From an optimization exercise on the open Yosys and OpenROAD flow, aimed at a short achievable clock period and few clock cycles; shortcuts taken in it are not production practice. Where RTL was checked, it was by simulation tests only, not by an equivalence proof against the original. The RTL of runs 2 and 3 was laid out without a check of its function.

<file path="design.v">
module csa_reduce #(
  parameter int W  = 72,
  parameter int NI = 36,
  parameter int NO = 4
) (
  input  logic [NI-1:0][W-1:0] rows_i,
  output logic [NO-1:0][W-1:0] rows_o,
  output logic         drop_o
);
  function automatic integer nrows(input integer lvl);
    integer n;
    integer l;
    begin
      n = NI;
      for (l = 0; l < lvl; l = l + 1) begin
        if (n > NO) n = 2 * (n / 3) + (n % 3);
      end
      nrows = n;
    end
  endfunction
  function automatic integer nlevels();
    integer n;
    integer l;
    begin
      n = NI;
      l = 0;
      while (n > NO) begin
        n = 2 * (n / 3) + (n % 3);
        l = l + 1;
      end
      nlevels = l;
    end
  endfunction
  localparam int NL = nlevels();
  logic [W-1:0] rows_s [0:NL][0:NI-1];
  logic [NI-1:0] drop_s [0:NL];
  for (genvar r = 0; r < NI; r++) begin : g_in
    assign rows_s[0][r] = rows_i[r];
  end
  assign drop_s[NL] = '0;
  for (genvar lvl = 0; lvl < NL; lvl++) begin : g_lvl
    localparam int N = nrows(lvl);
    localparam int G = N / 3;
    localparam int R = N % 3;
    for (genvar g = 0; g < G; g++) begin : g_fa
      logic [W-1:0] x, y, z, c;
      assign x = rows_s[lvl][3*g];
      assign y = rows_s[lvl][3*g+1];
      assign z = rows_s[lvl][3*g+2];
      assign c = (x & y) | (x & z) | (y & z);
      assign rows_s[lvl+1][2*g]   = x ^ y ^ z;
      assign rows_s[lvl+1][2*g+1] = {c[W-2:0], 1'b0};
      assign drop_s[lvl][g]       = c[W-1];
    end
    for (genvar j = 0; j < R; j++) begin : g_pass
      assign rows_s[lvl+1][2*G+j] = rows_s[lvl][3*G+j];
    end
    for (genvar k = 2*G+R; k < NI; k++) begin : g_zero
      assign rows_s[lvl+1][k] = '0;
    end
    for (genvar k = G; k < NI; k++) begin : g_nodrop
      assign drop_s[lvl][k] = 1'b0;
    end
  end
  for (genvar r = 0; r < NO; r++) begin : g_out
    if (r < nrows(NL)) begin : g_row
      assign rows_o[r] = rows_s[NL][r];
    end else begin : g_none
      assign rows_o[r] = '0;
    end
  end
  always_comb begin
    drop_o = 1'b0;
    for (int l = 0; l < NL; l++) drop_o = drop_o | (|drop_s[l]);
  end
endmodule
module mul_acc_stream #(
  parameter int ACC_W = 72,
  parameter int CNT_W = 16
) (
  input  logic             clk,
  input  logic             rst,
  input  logic             clear,
  input  logic             in_valid,
  output logic             in_ready,
  input  logic [31:0]      in_a,
  input  logic [31:0]      in_b,
  input  logic             in_last,
  output logic             out_valid,
  input  logic             out_ready,
  output logic [ACC_W-1:0] out_acc,
  output logic [CNT_W-1:0] out_count,
  output logic             out_overflow
);
  localparam int R = 4;
  logic             in_ready_q;
  logic             acc_live_q;     
  logic             e0_v_q;         
  logic             e1_v_q;         
  logic [CNT_W-1:0] cnt_q;          
  logic             ovf_q;          
  logic [R-1:0][ACC_W-1:0] acc_q;
  logic [R-1:0][ACC_W-1:0] e0_q;
  logic [R-1:0][ACC_W-1:0] e1_q;
  logic [CNT_W-1:0] e0_cnt_q, e1_cnt_q;
  logic             e0_ovf_q, e1_ovf_q;
  logic             accept_s, last_s, take_s;
  logic [32+R-1:0][ACC_W-1:0] tree_in;
  logic [R-1:0][ACC_W-1:0] tree_out;
  logic             tree_drop;
  logic             new_ovf;
  logic [CNT_W-1:0] new_cnt;
  assign accept_s = in_valid && in_ready_q;
  assign last_s   = accept_s && in_last;
  assign take_s   = e0_v_q && out_ready;
  for (genvar i = 0; i < 32; i++) begin : g_pp
    assign tree_in[i] = in_b[i] ? (ACC_W'(in_a) << i) : '0;
  end
  for (genvar r = 0; r < R; r++) begin : g_accin
    assign tree_in[32+r] = acc_live_q ? acc_q[r] : '0;
  end
  csa_reduce #(.W(ACC_W), .NI(32+R), .NO(R)) u_tree (
    .rows_i (tree_in),
    .rows_o (tree_out),
    .drop_o (tree_drop)
  );
  assign new_ovf = (acc_live_q && ovf_q) || tree_drop;
  assign new_cnt = !acc_live_q ? CNT_W'(1) :
                   (&cnt_q) ? cnt_q : cnt_q + CNT_W'(1);
  always_ff @(posedge clk or posedge rst) begin
    if (rst) begin
      in_ready_q <= 1'b1;
      acc_live_q <= 1'b0;
      e0_v_q     <= 1'b0;
      e1_v_q     <= 1'b0;
      cnt_q      <= '0;
      ovf_q      <= 1'b0;
    end else if (clear) begin
      in_ready_q <= 1'b1;
      acc_live_q <= 1'b0;
      e0_v_q     <= 1'b0;
      e1_v_q     <= 1'b0;
      cnt_q      <= '0;
      ovf_q      <= 1'b0;
    end else begin
      if (accept_s) begin
        acc_live_q <= !in_last;
        cnt_q      <= new_cnt;
        ovf_q      <= new_ovf;
      end
      if (take_s) begin
        e0_v_q <= e1_v_q || last_s;
        e1_v_q <= 1'b0;
        in_ready_q <= 1'b1;
      end else if (last_s) begin
        e0_v_q <= 1'b1;
        e1_v_q <= e0_v_q;
        in_ready_q <= !e0_v_q;
      end
    end
  end
  always_ff @(posedge clk) begin
    if (accept_s) begin
      for (int r = 0; r < R; r++) acc_q[r] <= tree_out[r];
    end
    if (take_s && e1_v_q) begin
      for (int r = 0; r < R; r++) e0_q[r] <= e1_q[r];
      e0_cnt_q <= e1_cnt_q;
      e0_ovf_q <= e1_ovf_q;
    end else if (last_s && (!e0_v_q || take_s)) begin
      for (int r = 0; r < R; r++) e0_q[r] <= tree_out[r];
      e0_cnt_q <= new_cnt;
      e0_ovf_q <= new_ovf;
    end
    if (last_s && e0_v_q && !take_s) begin
      for (int r = 0; r < R; r++) e1_q[r] <= tree_out[r];
      e1_cnt_q <= new_cnt;
      e1_ovf_q <= new_ovf;
    end
  end
  logic [1:0][ACC_W-1:0] fin;
  logic             fin_drop;
  logic [ACC_W:0]   fin_sum;
  csa_reduce #(.W(ACC_W), .NI(R), .NO(2)) u_fin (
    .rows_i (e0_q),
    .rows_o (fin),
    .drop_o (fin_drop)
  );
  assign fin_sum      = {1'b0, fin[0]} + {1'b0, fin[1]};
  assign in_ready     = in_ready_q;
  assign out_valid    = e0_v_q;
  assign out_acc      = fin_sum[ACC_W-1:0];
  assign out_count    = e0_cnt_q;
  assign out_overflow = e0_ovf_q || fin_drop || fin_sum[ACC_W];
endmodule
</file>
<file path="run.sh">
#!/bin/bash
# synth_recipe.tcl (not shown) runs the flow's synth.tcl, then flattens the netlist and writes it again
# the make line also repeats each setting of config.mk as NAME=value (left out here)
make -C /OpenROAD-flow-scripts/flow DESIGN_CONFIG=/design/flow/config.mk WORK_HOME=/design/flow/orfs CLKGATE_MAP_FILE= SYNTH_SCRIPT=/design/flow/synth_recipe.tcl finish
</file>
<file path="config.mk">
export PLATFORM = sky130hd
export DESIGN_NAME = mul_acc_stream
export DESIGN_NICKNAME = mul_acc_stream
export VERILOG_FILES = /design/flow/design.v
export SDC_FILE = /design/flow/constraint.sdc
export NUM_CORES = 4
export LEC_CHECK = 0
export CAP_MARGIN = 20
export CORE_MARGIN = 2
export CORE_UTILIZATION = 45
export PLACE_DENSITY = 0.6
export SLEW_MARGIN = 20
</file>
<file path="constraint.sdc">
create_clock -name core_clock -period 8.0 [get_ports {clk}]
set_input_delay 1.6000 -clock core_clock [delete_from_list [all_inputs] [get_ports {clk}]]
set_output_delay 1.6000 -clock core_clock [all_outputs]
set_load 0.01 [all_outputs]
</file>
==> impl_metrics.env, run 1 <==
export IMPL_mostFrequentLayoutCells="inv_1, nand2_1, fa_1, and2_1, edfxtp_1"
export IMPL_io_buffers=160
export IMPL_synth_area_um2=72410
export IMPL_cp_top_family="compound AO/OA/AOI/OAI gates"
export IMPL_cts_tree="done"
export IMPL_synth_nets=8165
export IMPL_grt_start_max_net_pins=189
export IMPL_drt_total_wl_um=177500
export IMPL_wl_per_cell_um=20.05
export IMPL_cp_num_buf_inv=3
export IMPL_syn2layout_area_growth_pct=9.625
export IMPL_cts_sinks=847
export IMPL_tightest_slew_ps=1207
export IMPL_slew_headroom=0.1925
export IMPL_layout_nets=8176
export IMPL_r2r_start="acc_live_q$_DFFE_PP0P_"
export IMPL_cp_arrival_ps=5940
export IMPL_setup_tns_ps=0
export IMPL_gp_congestion=0.8830
export IMPL_crit_chain="inv_1, fa_1, fa_1, inv_1, ha_1, a21o_1, and4_1, o2111ai_1, o21ai_0, a21oi_2, o21bai_1, a21boi_1, o21ai_0, a21boi_0, xnor2_1, clkdlybuf4s50_1"
export IMPL_fp_row_count=147
export IMPL_wl_met2_um=79000
export IMPL_die_x_um=405.1
export IMPL_cp_end_kind="output pin"
export IMPL_worstHoldStart="in_ready_q$_DFFE_PP1P_"
export IMPL_drt_pass1_iter_count=7
export IMPL_core_area_um2=160200
export IMPL_timing_hold_violations_final=0
export IMPL_ant_nets=0
export IMPL_clock_skew_ps=53.10
export IMPL_period_minus_slack_ps=7538
export IMPL_final_cells=8854
export IMPL_hold_class="flip-flop to flip-flop"
export IMPL_synthCells=6605
export IMPL_grtUsageTotal=0.2233
export IMPL_hpwl_um=133500
export IMPL_routed_wl_met3_um=12360
export IMPL_insertion_delay_ps=730
export IMPL_crit_type="flip-flop to output pin"
export IMPL_postCtsHoldBufs=0
export IMPL_async_flop_share=0.02479
export IMPL_outcome="finished clean"
export IMPL_synth_cell_types=68
export IMPL_drive_gt1_frac=0.04065
export IMPL_whs_ps=465.5
export IMPL_die_area_um2=164100
export IMPL_crit_start="e0_q[5]$_DFFE_PP_"
export IMPL_start_util=0.4520
export IMPL_routed_via_density=5.049
export IMPL_cts_max_path_buffers=3
export IMPL_drt_iter0_drc=3393
export IMPL_cts_root_buf="clkbuf_16"
export IMPL_cts_buffers_inserted=92
export IMPL_grt_ovfl_total=0
export IMPL_fmax_mhz=132.7
export IMPL_mostFrequentLayoutCell="inv_1"
export IMPL_grt_pass1_wl_um=280700
export IMPL_setup_viol=0
export IMPL_dp_cells=8682
export IMPL_synth_warnings=7
export IMPL_cpMaxStageDelayCell="o21ai_0"
export IMPL_cap_violations=0
export IMPL_grt_pass1_vias=47810
export IMPL_met1Wirelength_um=82110
export IMPL_drc=0
export IMPL_vias=44710
export IMPL_die_y_um=405.1
export IMPL_finalMaxSlewViolations=0
export IMPL_top_layer_used="met5"
export IMPL_ios=161
export IMPL_required_ps=6400
export IMPL_worst_path_max_fanout=4
export IMPL_ys_ff_latch=847
export IMPL_start_kind="flip-flop"
export IMPL_synth_area_per_cell_um2=10.96
export IMPL_fillers=14290
export IMPL_fin_crit_sh=0.9423
export IMPL_h_tree_depth=3
export IMPL_antenna_found_initial=7
export IMPL_synth_seq_area_share=0.3498
export IMPL_synth_enable_flop_cells=826
export IMPL_yosys_most_used_dff="edfxtp_1"
export IMPL_slowest_delay_ps=680
export IMPL_path_clk_slew_ps=60
export IMPL_rsz0062_at_grt="false"
flip-flops by register name (all words and copies together), names as in the netlist:
signal and cells:
acc_q 264, e0_q 264, e1_q 264, cnt_q 16
e0_cnt_q 16, e1_cnt_q 16, acc_live_q 1, e0_ovf_q 1
e0_v_q 1, e1_ovf_q 1, e1_v_q 1, in_ready_q 1
ovf_q 1
area by class of cell:
cell class	count	area, um2	area share
antenna	2	5.005	0.00006305
clock buffer	105	2351	0.02962
clock inverter	65	862.1	0.01086
inverter	1268	4767	0.06005
multi-input combinational	4164	41130	0.5181
sequential	847	25330	0.3192
tap	2160	2703	0.03405
timing repair buffer	243	2230	0.02809
stage by stage:
step	worst slack, ps	util	area (um2)
floorplan	507.3	-	72430
global placement	935.5	0.4755	76170
detailed placement	919.5	0.4754	76160
CTS	128.5	0.4955	79370
global route	104.7	0.4955	79370
finish	461.8	0.4955	79380
synth_stat cells, types with 2 or more instances:
cell	instances	area, um2
xnor2_1	46	402.9
ha_1	321	4016
and2_1	870	5443
a31oi_2	2	25.02
a21boi_0	4	30.03
o221ai_1	2	17.52
o21bai_1	13	97.59
a21o_1	41	307.8
a311oi_1	4	35.03
a31oi_1	9	56.30
or3_1	5	31.28
and3_1	15	93.84
nand3_1	20	100.1
nor2b_1	6	37.54
nand4_1	26	162.7
o31ai_1	4	30.03
nand3b_1	2	15.01
o211a_1	2	20.02
a22oi_1	2	15.01
a31o_2	2	17.52
dfrtp_1	20	500.5
o21ai_0	45	225.2
buf_2	3	15.01
and4_1	4	35.03
o21ai_1	5	25.02
o21a_1	7	52.55
nand2_1	1211	4546
edfxtp_1	826	24800
a211oi_1	8	60.06
a2111oi_0	3	26.28
fa_1	1169	23400
nor2_1	86	322.8
buf_1	3	11.26
xor2_1	30	262.8
o22ai_1	2	12.51
inv_1	1268	4760
nor3b_1	4	30.03
nor3_1	16	80.08
o211ai_1	8	60.06
clkbuf_1	318	1194
a221oi_1	2	17.52
nor4_1	3	18.77
a21oi_1	136	680.7
nand2b_1	8	50.05
layer usage:
| layer | vias up | GRT usage |
|---|---|---|
| met5 | - | 0 |
| met4 | 10 | 0.05800 |
| met3 | 234 | 0.03876 |
| met2 | 1333 | 0.3402 |
| met1 | 23090 | 0.3316 |
| li1 | 20040 | - |
worst reg2reg max path, cell delays in order, from the launching register on:
cell and delay [ps]:
dfrtp_4 780, buf_4 660, nand2_1 190, fa_1 540, fa_1 550, inv_1 50
fa_1 530, inv_1 90, fa_1 530, inv_1 50, fa_1 500, fa_1 630
nand2_1 120, nand2_1 70
logic make-up (layout without fill, tap and decap cells):
group,count (synthesis),count (layout),synth area share
AOI/OAI and AO/OA,316,316,0.02744
xor gates and xnor gates,76,76,0.009193
adders and majority gates,1490,1490,0.3787
buffers and inverters,1594,1681,0.08275
DFF,847,847,0.3498
muxes,2,2,0.0002937
other,0,2,0
and+or+nand+nor,2280,2280,0.1519
what timing repair did:
action,CTS,global route
endpoints found under the setup margin,0,1
gates resized for setup,0,1
buffers inserted,0,0
path summary, 6_finish.rpt:
kind | endpoint | slack [ps] | cells past startpoint
setup / recovery | out_acc[43] | 460 | 16
hold / removal | in_ready_q$_DFFE_PP1P_ | 470 | 2
setup reg to reg | e0_q[38]$_DFFE_PP_ | 2480 | 13
hold reg to reg | in_ready_q$_DFFE_PP1P_ | 470 | 2
max in group asynchronous | acc_live_q$_DFFE_PP0P_ | 5960 | 2
min in group asynchronous | e1_v_q$_DFFE_PP0P_ | 1390 | 2
Testbench counts, summed over its fixed seeds: cycles 3,215.
==> run 2, diff against run 1 <==
--- a/design.v
+++ b/design.v
@@ -94,3 +94,3 @@
 );
-  localparam int R = 4;
+  localparam int R = 2;
   logic             in_ready_q;
==> run 2 against run 1 <==
  * Still clean on timing, DRC and antenna
  * Clock skew shrank 39 ps
  * Via count shrank 25%
  * Fmax is 6.1% higher
  * Die area shrank 26%
  * Setup slack improved by 430 ps
  * Register-to-register slack lost 560 ps
  * Critical path depth shrank 2
  * Critical path type is now input pin to flip-flop
==> impl_metrics.env, run 2 <==
export IMPL_clock_skew_ps=13.76
export IMPL_outcome="finished clean"
export IMPL_drive_gt1_frac=0.07846
export IMPL_hpwl_um=101800
export IMPL_synth_largest_area_cell="fa_1"
export IMPL_drc=0
export IMPL_mostFrequentLayoutCell="fa_1"
export IMPL_finalMaxSlewViolations=0
export IMPL_synth_seq_area_share=0.2656
export IMPL_gp_congestion=0.8442
export IMPL_tightest_slew_ps=1049
export IMPL_synth_area_leaders="fa_1, edfxtp_1, and2_1"
export IMPL_synth_commonest_cells="fa_1, inv_1, and2_1, nand2_1, edfxtp_1"
export IMPL_synthCells=4801
export IMPL_cpMaxStageDelayCell="clkdlybuf4s50_1"
export IMPL_yosys_most_used_dff="edfxtp_1"
export IMPL_synth_area_um2=53660
export IMPL_wl_per_cell_um=20.23
export IMPL_timing_hold_violations_final=0
export IMPL_cts_resized=0
export IMPL_cts_root_buf="clkbuf_16"
export IMPL_async_flop_share=0.04393
export IMPL_cp_num_buf_inv=4
export IMPL_setup_slack_ps=895.8
export IMPL_worstSetupEndpoint="e0_q[24]$_DFFE_PP_"
export IMPL_setup_viol=0
export IMPL_routed_via_density=5.234
export IMPL_layout_nets=6211
export IMPL_start_util=0.4538
export IMPL_whs_ps=466.1
export IMPL_cp_arrival_ps=7440
export IMPL_insertion_delay_ps=590
export IMPL_period_minus_slack_ps=7104
export IMPL_die_area_um2=122000
export IMPL_cp_end_kind="flip-flop"
export IMPL_slowest_delay_ps=760
export IMPL_cts_buffers_inserted=47
export IMPL_ant_nets=0
export IMPL_drt_iter0_drc=1721
export IMPL_postCtsHoldBufs=0
export IMPL_grtUsageTotal=0.2229
export IMPL_synth_most_common_cell="fa_1"
export IMPL_crit_type="input pin to flip-flop"
export IMPL_h_tree_depth=2
export IMPL_io_buffers=160
export IMPL_top_regs="acc_q (141), e0_q (141), e1_q (141)"
export IMPL_start_kind="input pin"
export IMPL_ys_ff_latch=478
export IMPL_ios=161
export IMPL_dp_cells=6356
export IMPL_hold_class="flip-flop to flip-flop"
export IMPL_syn2layout_area_growth_pct=9.933
export IMPL_cap_violations=0
export IMPL_fp_row_count=126
export IMPL_synth_nets=6143
export IMPL_r2r_start="acc_live_q$_DFFE_PP0P_"
export IMPL_crit_start="in_b[14]"
export IMPL_synth_top_area_frac=0.3824
export IMPL_antenna_found_initial=1
export IMPL_slew_headroom=0.3007
export IMPL_die_x_um=349.3
export IMPL_synth_cell_types=75
export IMPL_synth_enable_flop_cells=457
export IMPL_path_clk_slew_ps=60
export IMPL_vias=33730
export IMPL_final_cells=6444
export IMPL_required_ps=8330
export IMPL_fin_crit_sh=0.8880
export IMPL_cp_top_family="adder cells"
export IMPL_grt_ovfl_total=0
export IMPL_rsz0062_at_grt="false"
export IMPL_synth_area_per_cell_um2=11.18
export IMPL_cts_max_path_buffers=3
export IMPL_fmax_mhz=140.8
export IMPL_r2r_setup_slack_ps=1920
export IMPL_worst_path_max_fanout=13
export IMPL_drt_total_wl_um=130300
export IMPL_cpMostUsedCell="fa_1"
export IMPL_cts_tree="done"
export IMPL_mostFrequentLayoutCells="fa_1, inv_1, and2_1, nand2_1, edfxtp_1"
export IMPL_setup_tns_ps=0
export IMPL_cts_setup_buffers=0
export IMPL_grt_pass1_wl_um=210200
export IMPL_r2r_end="e0_q[32]$_DFFE_PP_"
export IMPL_crit_chain="clkdlybuf4s50_1, buf_4, and2_1, fa_1, inv_1, fa_1, fa_1, fa_1, fa_1, fa_1, inv_1, fa_1, fa_1, mux2_2"
export IMPL_die_y_um=349.3
export IMPL_cts_sinks=478
export IMPL_core_area_um2=118200
export IMPL_synth_warnings=7
export IMPL_cp_depth=14
export IMPL_r2r_cells=14
export IMPL_grt_start_max_net_pins=163
export IMPL_dp_slack_ps=292.2
export IMPL_drt_pass1_iter_count=6
export IMPL_grt_pass1_vias=37200
[run 2: cells by family (layout without fill, tap and decap cells)]
group                      Yosys count  after routing  share of synthesized area
other                                0              1                          0
DFF                                478            478                     0.2656
AOI/OAI and AO/OA                  259            259                    0.03108
and+or+nand+nor                   1431           1431                     0.1381
xor gates and xnor gates            76             76                    0.01240
muxes                              157            157                    0.03292
buffers and inverters             1128           1234                    0.08000
adders and majority gates         1272           1272                     0.4400
[run 2: layout make-up]
class | count | area (um2)
inverters | 873 | 3282
fillers | 10700 | 59250
diodes | 1 | 2.502
multi-input cells | 3195 | 35150
repair buffers | 274 | 2745
well taps | 1536 | 1922
clock inverters | 33 | 371.6
flip-flops and latches | 478 | 14250
clock buffers | 54 | 1265
[run 2: metal layers]
metal | share of wire | vias to the layer above | global-route usage
met2 | 0.54 | 750 | 0.4057
met3 | 0.038 | 228 | 0.02358
met1 | 0.39 | 17900 | 0.2751
li1 | - | 14850 | -
met5 | 0 | - | 0
met4 | 0.035 | 0 | 0.07644
[run 2: per-stage QoR]
step,cell area (um2),util
5_1_grt,58990,0.4989
4_1_cts,58990,0.4989
3_3_place_gp,57350,0.4851
2_1_floorplan,53670,-
3_5_place_dp,57350,0.4851
6_report,58990,0.4989
[run 2: worst reg2reg max path, cell delays in order, from the launching register on]
cell and delay (ps):
dfrtp_4 760, buf_4 430, nand2_1 130, fa_1 530
fa_1 500, fa_1 520, inv_1 60, fa_1 530
inv_1 50, fa_1 480, fa_1 520, fa_1 540
inv_1 50, fa_1 470, mux2_2 270
[run 2: how the worst min path moves through the flow]
stage	startpoint	endpoint	slack, ps	depth (start not counted)
final	in_ready_q$_DFFE_PP1P_	in_ready_q$_DFFE_PP1P_	470	2
after floorplan	in_ready_q$_DFFE_PP1P_	in_ready_q$_DFFE_PP1P_	470	2
after global routing	in_ready_q$_DFFE_PP1P_	in_ready_q$_DFFE_PP1P_	500	2
after CTS	in_ready_q$_DFFE_PP1P_	in_ready_q$_DFFE_PP1P_	470	2
after detailed placement	in_ready_q$_DFFE_PP1P_	in_ready_q$_DFFE_PP1P_	460	2
after global placement	in_ready_q$_DFFE_PP1P_	in_ready_q$_DFFE_PP1P_	460	2
==> run 3, diff against run 2 <==
--- a/config.mk
+++ b/config.mk
@@ -11,2 +11,3 @@
 export PLACE_DENSITY = 0.6
+export SETUP_SLACK_MARGIN = 4
 export SLEW_MARGIN = 20
==> run 3 against run 2 <==
  * Wire length rose by 38%
  * Setup slack improved by 810 ps
  * First-iteration DRC count grew 86%
  * Critical path depth up 1
  * Fmax increased by 13%
  * Non-clock buffer count grew 470
  * Highest routed layer is now met5
  * Still clean
  * Utilization increased by 9.8 points
  * Final area up 20%
  * Synthesized area stayed put
==> impl_metrics.env, run 3 <==
export IMPL_grtUsageTotal=0.2996
export IMPL_period_minus_slack_ps=6291
export IMPL_die_y_um=349.3
export IMPL_synth_seq_area_share=0.2656
export IMPL_die_area_um2=122000
export IMPL_fmax_mhz=159.0
export IMPL_syn2layout_area_growth_pct=31.62
export IMPL_synth_enable_flop_cells=457
export IMPL_cp_arrival_ps=6650
export IMPL_start_kind="input pin"
export IMPL_async_flop_share=0.04393
export IMPL_cp_top_family="adder cells"
export IMPL_insertion_delay_ps=600
export IMPL_synthCells=4801
export IMPL_mostFrequentLayoutCells="fa_1, inv_1, nand2_1, and2_1, edfxtp_1"
export IMPL_place_area_um2=57860
export IMPL_synth_area_leaders="fa_1, edfxtp_1, and2_1"
export IMPL_start_util=0.4538
export IMPL_antenna_found_initial=13
export IMPL_timing_hold_violations_final=0
export IMPL_finalMaxSlewViolations=0
export IMPL_cts_root_buf="clkbuf_16"
export IMPL_design_area_um2=70630
export IMPL_synth_cell_types=75
export IMPL_ys_ff_latch=478
export IMPL_rsz0062_at_grt="true"
export IMPL_r2r_start="acc_live_q$_DFFE_PP0P_"
export IMPL_slew_headroom=0.2808
export IMPL_mostFrequentLayoutCell="fa_1"
export IMPL_path_clk_slew_ps=70
export IMPL_hold_class="flip-flop to flip-flop"
export IMPL_drt_total_wl_um=180200
export IMPL_h_tree_depth=2
export IMPL_cts_max_path_buffers=3
export IMPL_r2r_setup_slack_ps=2320
export IMPL_fp_row_count=126
export IMPL_routed_wl_met3_um=17700
export IMPL_outcome="finished clean"
export IMPL_synth_area_per_cell_um2=11.18
export IMPL_grt_ovfl_total=0
export IMPL_die_x_um=349.3
export IMPL_required_ps=8360
export IMPL_setup_viol=0
export IMPL_final_cells=6930
export IMPL_cpMaxStageDelayCell="fa_2"
export IMPL_setup_slack_ps=1709
export IMPL_worst_path_max_fanout=6
export IMPL_layout_nets=6684
export IMPL_crit_start="in_a[15]"
export IMPL_synth_warnings=7
export IMPL_core_area_um2=118200
export IMPL_fillers=9297
export IMPL_grt_pass1_vias=41400
export IMPL_drt_pass1_iter_count=7
export IMPL_r2r_cells=15
export IMPL_tightest_slew_ps=1079
export IMPL_synth_area_um2=53660
export IMPL_r2r_end="e0_q[46]$_DFFE_PP_"
export IMPL_routed_via_density=5.529
export IMPL_wl_per_cell_um=26.00
export IMPL_cp_depth=15
export IMPL_cts_tree="done"
export IMPL_fin_crit_sh=0.7864
export IMPL_cap_violations=0
export IMPL_ios=161
export IMPL_slowest_delay_ps=660
export IMPL_whs_path_depth=2
export IMPL_crit_type="input pin to flip-flop"
export IMPL_yosys_most_used_dff="edfxtp_1"
export IMPL_top_regs="acc_q (141), e0_q (141), e1_q (141)"
export IMPL_cts_buffers_inserted=50
export IMPL_gp_congestion=0.8673
export IMPL_synth_most_common_cell="fa_1"
export IMPL_wl_met2_um=85300
export IMPL_top_layer_used="met5"
export IMPL_drc=0
export IMPL_dp_slack_ps=317.1
export IMPL_synth_largest_area_cell="fa_1"
export IMPL_grt_start_max_net_pins=162
export IMPL_io_buffers=160
export IMPL_cpMostUsedCell="fa_2"
export IMPL_synth_nets=6143
export IMPL_grt_pass1_wl_um=266400
export IMPL_drive_gt1_frac=0.3496
export IMPL_drt_iter0_drc=3200
export IMPL_setup_tns_ps=0
export IMPL_met1Wirelength_um=64180
export IMPL_dp_cells=6334
export IMPL_synth_top_area_frac=0.3824
export IMPL_crit_chain="buf_16, buf_12, buf_16, and2_4, fa_2, inv_2, fa_1, fa_2, fa_1, fa_2, fa_2, fa_1, inv_2, fa_2, mux2_4"
export IMPL_cts_sinks=478
export IMPL_cp_end_kind="flip-flop"
export IMPL_hpwl_um=101600
export IMPL_ant_nets=0
export IMPL_clock_skew_ps=19.09
export IMPL_vias=38320
export IMPL_cp_num_buf_inv=5
export IMPL_worstSetupEndpoint="e0_q[37]$_DFFE_PP_"
export IMPL_synth_commonest_cells="fa_1, inv_1, and2_1, nand2_1, edfxtp_1"
[run 3: cell count changes in the layout (fill, tap and decap cells not counted), moves of 68 or more]
| cell | delta |
|---|---|
| and2_4 | +208 |
| clkdlybuf4s50_1 | -132 |
| fa_2 | +287 |
| fa_1 | -287 |
| inv_1 | -169 |
| buf_6 | +210 |
| inv_2 | +169 |
| buf_4 | +68 |
| buf_16 | +105 |
| and2_1 | -208 |
| buf_12 | +127 |
[run 3: tightest hold or removal path: cells and delay by family (launching register included)]
family,cells,cell delay [ps]
flip-flops,1,400
AND/OR/NAND/NOR,2,110
[run 3: cells by family after synthesis]
group                      after synthesis  synth area share
AOI/OAI and AO/OA                      259           0.03108
xor gates and xnor gates                76           0.01240
adders and majority gates             1272            0.4400
buffers and inverters                 1128           0.08000
DFF                                    478            0.2656
muxes                                  157           0.03292
and+or+nand+nor                       1431            0.1381
[run 3: repair_timing]
item,CTS,global route
endpoints found under the setup margin,449,433
pin swaps,405,336
gates resized for setup,1732,409
buffers inserted,288,92
cloned,107,5
hold buffers,0,0
[run 3: area by class of cell]
type / count / area [um2] / area share
Inverter: 873 / 3284 / 0.04650
Timing Repair Buffer: 744 / 10880 / 0.1541
Antenna cell: 10 / 25.02 / 0.0003543
Multi-Input combinational cell: 3195 / 38610 / 0.5467
Tap cell: 1536 / 1922 / 0.02721
Sequential cell: 478 / 14250 / 0.2018
Clock buffer: 57 / 1299 / 0.01839
Clock inverter: 37 / 354.1 / 0.005013
[run 3: worst min path at each step]
stage	start	endpoint	slack [ps]
final	in_ready_q$_DFFE_PP1P_	in_ready_q$_DFFE_PP1P_	520
after global routing	in_ready_q$_DFFE_PP1P_	in_ready_q$_DFFE_PP1P_	550
after CTS	in_ready_q$_DFFE_PP1P_	in_ready_q$_DFFE_PP1P_	520
after detailed placement	in_ready_q$_DFFE_PP1P_	in_ready_q$_DFFE_PP1P_	510
after global placement	in_ready_q$_DFFE_PP1P_	in_ready_q$_DFFE_PP1P_	500
after floorplan	in_ready_q$_DFFE_PP1P_	in_ready_q$_DFFE_PP1P_	510
[run 3: metal layers]
| layer | GRT usage | vias up |
|---|---|---|
| met5 | 0 | - |
| met4 | 0.1731 | 10 |
| met3 | 0.08442 | 624 |
| met2 | 0.4837 | 1812 |
| met1 | 0.3603 | 20000 |
| li1 | - | 15870 |
[run 3: metrics by stage]
| stage | hold slack [ps] | utilization |
|---|---|---|
| floorplan | 509.0 | - |
| global placement | 500.0 | 0.4894 |
| detailed placement | 509.3 | 0.4894 |
| CTS | 518.8 | 0.5789 |
| global route | 546.4 | 0.5972 |
| finish | 515.8 | 0.5974 |
==> run 4, diff against run 3 <==
--- a/design.v
+++ b/design.v
@@ -94,3 +94,3 @@
 );
-  localparam int R = 2;
+  localparam int R = 4;
   logic             in_ready_q;
==> run 4 against run 3 <==
  * Clock skew rose by 18 ps
  * Setup slack got worse by 230 ps
  * First-iteration DRC count rose by 9.6%
  * Non-clock buffer count fell by 152
  * Sequential share of layout area rose by 8.1 points
  * Fmax fell by 3.5%
  * Worst hold slack got worse by 19 ps
  * Die area rose by 35%
  * Clock-buffer cell count rose by 45
  * Highest routed layer unchanged
==> impl_metrics.env, run 4 <==
export IMPL_outcome="finished clean"
export IMPL_die_area_um2=164100
export IMPL_vias=47240
export IMPL_synth_enable_flop_cells=826
export IMPL_cap_violations=0
export IMPL_cpMaxStageDelayCell="fa_1"
export IMPL_drive_gt1_frac=0.2604
export IMPL_start_util=0.4520
export IMPL_io_buffers=160
export IMPL_path_clk_slew_ps=60
export IMPL_mostFrequentLayoutCell="nand2_1"
export IMPL_timing_hold_violations_final=0
export IMPL_grt_ovfl_total=0
export IMPL_setup_tns_ps=0
export IMPL_die_x_um=405.1
export IMPL_synth_compound_area_frac=0.02744
export IMPL_cp_top_family="compound AO/OA/AOI/OAI gates"
export IMPL_routed_via_density=5.132
export IMPL_cp_end_kind="output pin"
export IMPL_dp_slack_ps=1009
export IMPL_ios=161
export IMPL_gp_congestion=0.9013
export IMPL_synth_fa_ha_area_frac=0.3787
export IMPL_grtUsageTotal=0.2478
export IMPL_ys_ff_latch=847
export IMPL_insertion_delay_ps=730
export IMPL_crit_type="flip-flop to output pin"
export IMPL_hpwl_um=133700
export IMPL_gr_usage_met3=0.04947
export IMPL_cts_sinks=847
export IMPL_synth_commonest_cells="inv_1, nand2_1, fa_1, and2_1, edfxtp_1"
export IMPL_setup_viol=0
export IMPL_layout_nets=8523
export IMPL_fp_row_count=147
export IMPL_synthCells=6605
export IMPL_drt_pass1_iter_count=5
export IMPL_finalMaxSlewViolations=0
export IMPL_die_y_um=405.1
export IMPL_met2_usage=0.3782
export IMPL_ant_nets=0
export IMPL_worstSetupEndpoint="out_acc[62]"
export IMPL_cts_root_buf="clkbuf_16"
export IMPL_cp_depth=16
export IMPL_cts_max_path_buffers=3
export IMPL_r2r_cells=14
export IMPL_cp_num_buf_inv=3
export IMPL_syn2layout_area_growth_pct=23.78
export IMPL_synth_cell_types=68
export IMPL_required_ps=6400
export IMPL_synth_top_area_frac=0.3425
export IMPL_top_regs="acc_q (264), e0_q (264), e1_q (264)"
export IMPL_async_flop_share=0.02479
export IMPL_clock_skew_ps=37.56
export IMPL_crit_start="e0_q[153]$_DFFE_PP_"
export IMPL_period_minus_slack_ps=6519
export IMPL_synth_area_um2=72410
export IMPL_drc=0
export IMPL_crit_chain="fa_1, fa_1, ha_4, a2111oi_4, o21a_2, nor2_4, o31a_1, a31o_4, a31oi_4, buf_12, o21ai_4, buf_12, a21o_4, a31oi_4, xnor2_1, buf_2"
export IMPL_synth_warnings=7
export IMPL_start_kind="flip-flop"
export IMPL_rsz0062_at_grt="true"
export IMPL_slowest_delay_ps=570
export IMPL_wl_per_cell_um=21.75
export IMPL_drt_iter0_drc=3507
export IMPL_synth_most_common_cell="inv_1"
export IMPL_grt_start_max_net_pins=172
export IMPL_tightest_slew_ps=1205
export IMPL_worst_path_max_fanout=5
export IMPL_yosys_area_share_simple=0.1518
export IMPL_drt_total_wl_um=200200
export IMPL_grt_pass1_wl_um=306900
export IMPL_grt_use_met1=0.3527
export IMPL_grt_pass1_vias=50460
export IMPL_r2r_setup_slack_ps=3160
export IMPL_grt_busiest_layer="met2"
export IMPL_antenna_found_initial=7
export IMPL_synth_area_leaders="edfxtp_1, fa_1, and2_1"
export IMPL_muxShareOfSynthArea=0.0002937
export IMPL_h_tree_depth=3
export IMPL_core_area_um2=160200
export IMPL_fin_crit_sh=0.8149
export IMPL_synth_top_family_by_area="adder cells"
export IMPL_r2r_end="e0_q[33]$_DFFE_PP_"
export IMPL_hold_class="flip-flop to flip-flop"
export IMPL_mostFrequentLayoutCells="nand2_1, inv_1, fa_1, edfxtp_1, and2_1"
export IMPL_yosys_most_used_dff="edfxtp_1"
export IMPL_synth_largest_area_cell="edfxtp_1"
export IMPL_r2r_start="acc_live_q$_DFFE_PP0P_"
export IMPL_synth_seq_area_share=0.3498
export IMPL_cts_buffers_inserted=90
export IMPL_cp_arrival_ps=4920
export IMPL_synth_nets=8165
export IMPL_synth_area_per_cell_um2=10.96
export IMPL_slew_headroom=0.1966
export IMPL_cts_tree="done"
export IMPL_setup_slack_ps=1481
export IMPL_synth_xor_area_frac=0.009193
export IMPL_fmax_mhz=153.4
## run 4: changes by cell type in the layout (fill, tap and decap cells not counted), moves of 52 or more
| cell | delta |
|---|---|
| buf_6 | -52 |
| and2_4 | -54 |
| edfxtp_1 | +369 |
| fa_1 | +113 |
| nand2_2 | +74 |
| inv_2 | +52 |
| inv_1 | +341 |
| mux2_2 | -129 |
| and2_1 | +213 |
| nand2_1 | +545 |
## run 4: metal layers
metal	vias up	wire length, um
met4	4	7668
met5	-	28
met3	382	15520
li1	20800	-
met2	1690	90950
met1	24360	86050
## run 4: cells by family after synthesis
kind of cell / after synthesis
DFF: 847
muxes: 2
buffers and inverters: 1594
adders and majority gates: 1490
xor gates and xnor gates: 76
AOI/OAI and AO/OA: 316
and+or+nand+nor: 2280
## run 4: per-stage QoR
| step | cells | hold slack (ps) | cell area, um2 | utilization |
|---|---|---|---|---|
| 6_report | 9204 | 496.4 | 89630 | 0.5595 |
| 5_1_grt | 9201 | 516.2 | 89620 | 0.5594 |
| 4_1_cts | 9102 | 490.3 | 87430 | 0.5457 |
| 3_5_place_dp | 8697 | 490.6 | 76360 | 0.4767 |
| 3_3_place_gp | 8697 | 485.2 | 76380 | 0.4768 |
| 2_1_floorplan | 6605 | 483.6 | 72620 | - |
## run 4: worst min-delay path, delay by kind of cell (launching register included)
family	cells	cell delay (ps)
DFF	1	320
and+or+nand+nor	2	110
## run 4: worst min path at each step
stage | from | endpoint | depth (start not counted)
floorplan | e1_cnt_q[10]$_DFFE_PP_ | e0_cnt_q[10]$_DFFE_PP_ | 2
global placement | e1_q[235]$_DFFE_PP_ | e0_q[235]$_DFFE_PP_ | 2
detailed placement | e1_q[90]$_DFFE_PP_ | e0_q[90]$_DFFE_PP_ | 2
CTS | e1_q[262]$_DFFE_PP_ | e0_q[262]$_DFFE_PP_ | 2
global route | e1_cnt_q[3]$_DFFE_PP_ | e0_cnt_q[3]$_DFFE_PP_ | 2
finish | e1_q[262]$_DFFE_PP_ | e0_q[262]$_DFFE_PP_ | 2
## run 4: repair_timing
action / CTS / global route
gates resized for setup: 2013 / 424
cloned: 50 / 3
setup buffers: 187 / 94
hold endpoints to repair: 0 / 0
hold buffers: 0 / 0
endpoints found under the setup margin: 701 / 639
pin swaps: 799 / 470
## run 4: final cells by class
cell class                 count  area, um2
fill                       13220      70570
timing repair buffer         592       8263
clock buffer                 102       2337
tap                         2160       2703
clock inverter                66      748.2
sequential                   847      25330
inverter                    1268       4777
multi-input combinational   4164      45450
antenna                        5      12.51
Testbench counts of run 4, summed over its fixed seeds: cycles 3,215.

==> port drivers added, routing unchanged <==
The flow's constraints put no driver on any port. The routed layouts listed below were extracted and timed again, unchanged, in two steps. Step 1 (the two cells are an assumption about what drives the block):
set clk [get_ports {clk}]
set_driving_cell -lib_cell sky130_fd_sc_hd__clkbuf_16 $clk
set_driving_cell -lib_cell sky130_fd_sc_hd__buf_2 [delete_from_list [all_inputs] $clk]
Step 2, shift: input delay + t, output delay - t, t = (earliest + latest rising clock arrival at the registers) / 2. This alone moves slack from input paths to output paths. Slacks: ideal ports / drivers / drivers and shift; pairs: ideal ports / drivers.
run	shift t [ns]	setup WS [ns]	slew at the worst register clock pin (ns)	cell pins on the clock port's net
run 1	0.792	0.462 / 0.373 / 0.986	0.07 / 0.07	1
run 2	0.657	0.896 / 0.848 / 0.281	0.07 / 0.07	1
run 3	0.673	1.709 / 1.719 / 1.047	0.07 / 0.07	1
run 4	0.799	1.481 / 1.392 / 2.040	0.07 / 0.07	1
After both steps setup and hold are still met in every run listed. For run 3, which loses most, drivers alone change the setup slack by +0.010 ns; drivers and shift together by -0.662 ns.
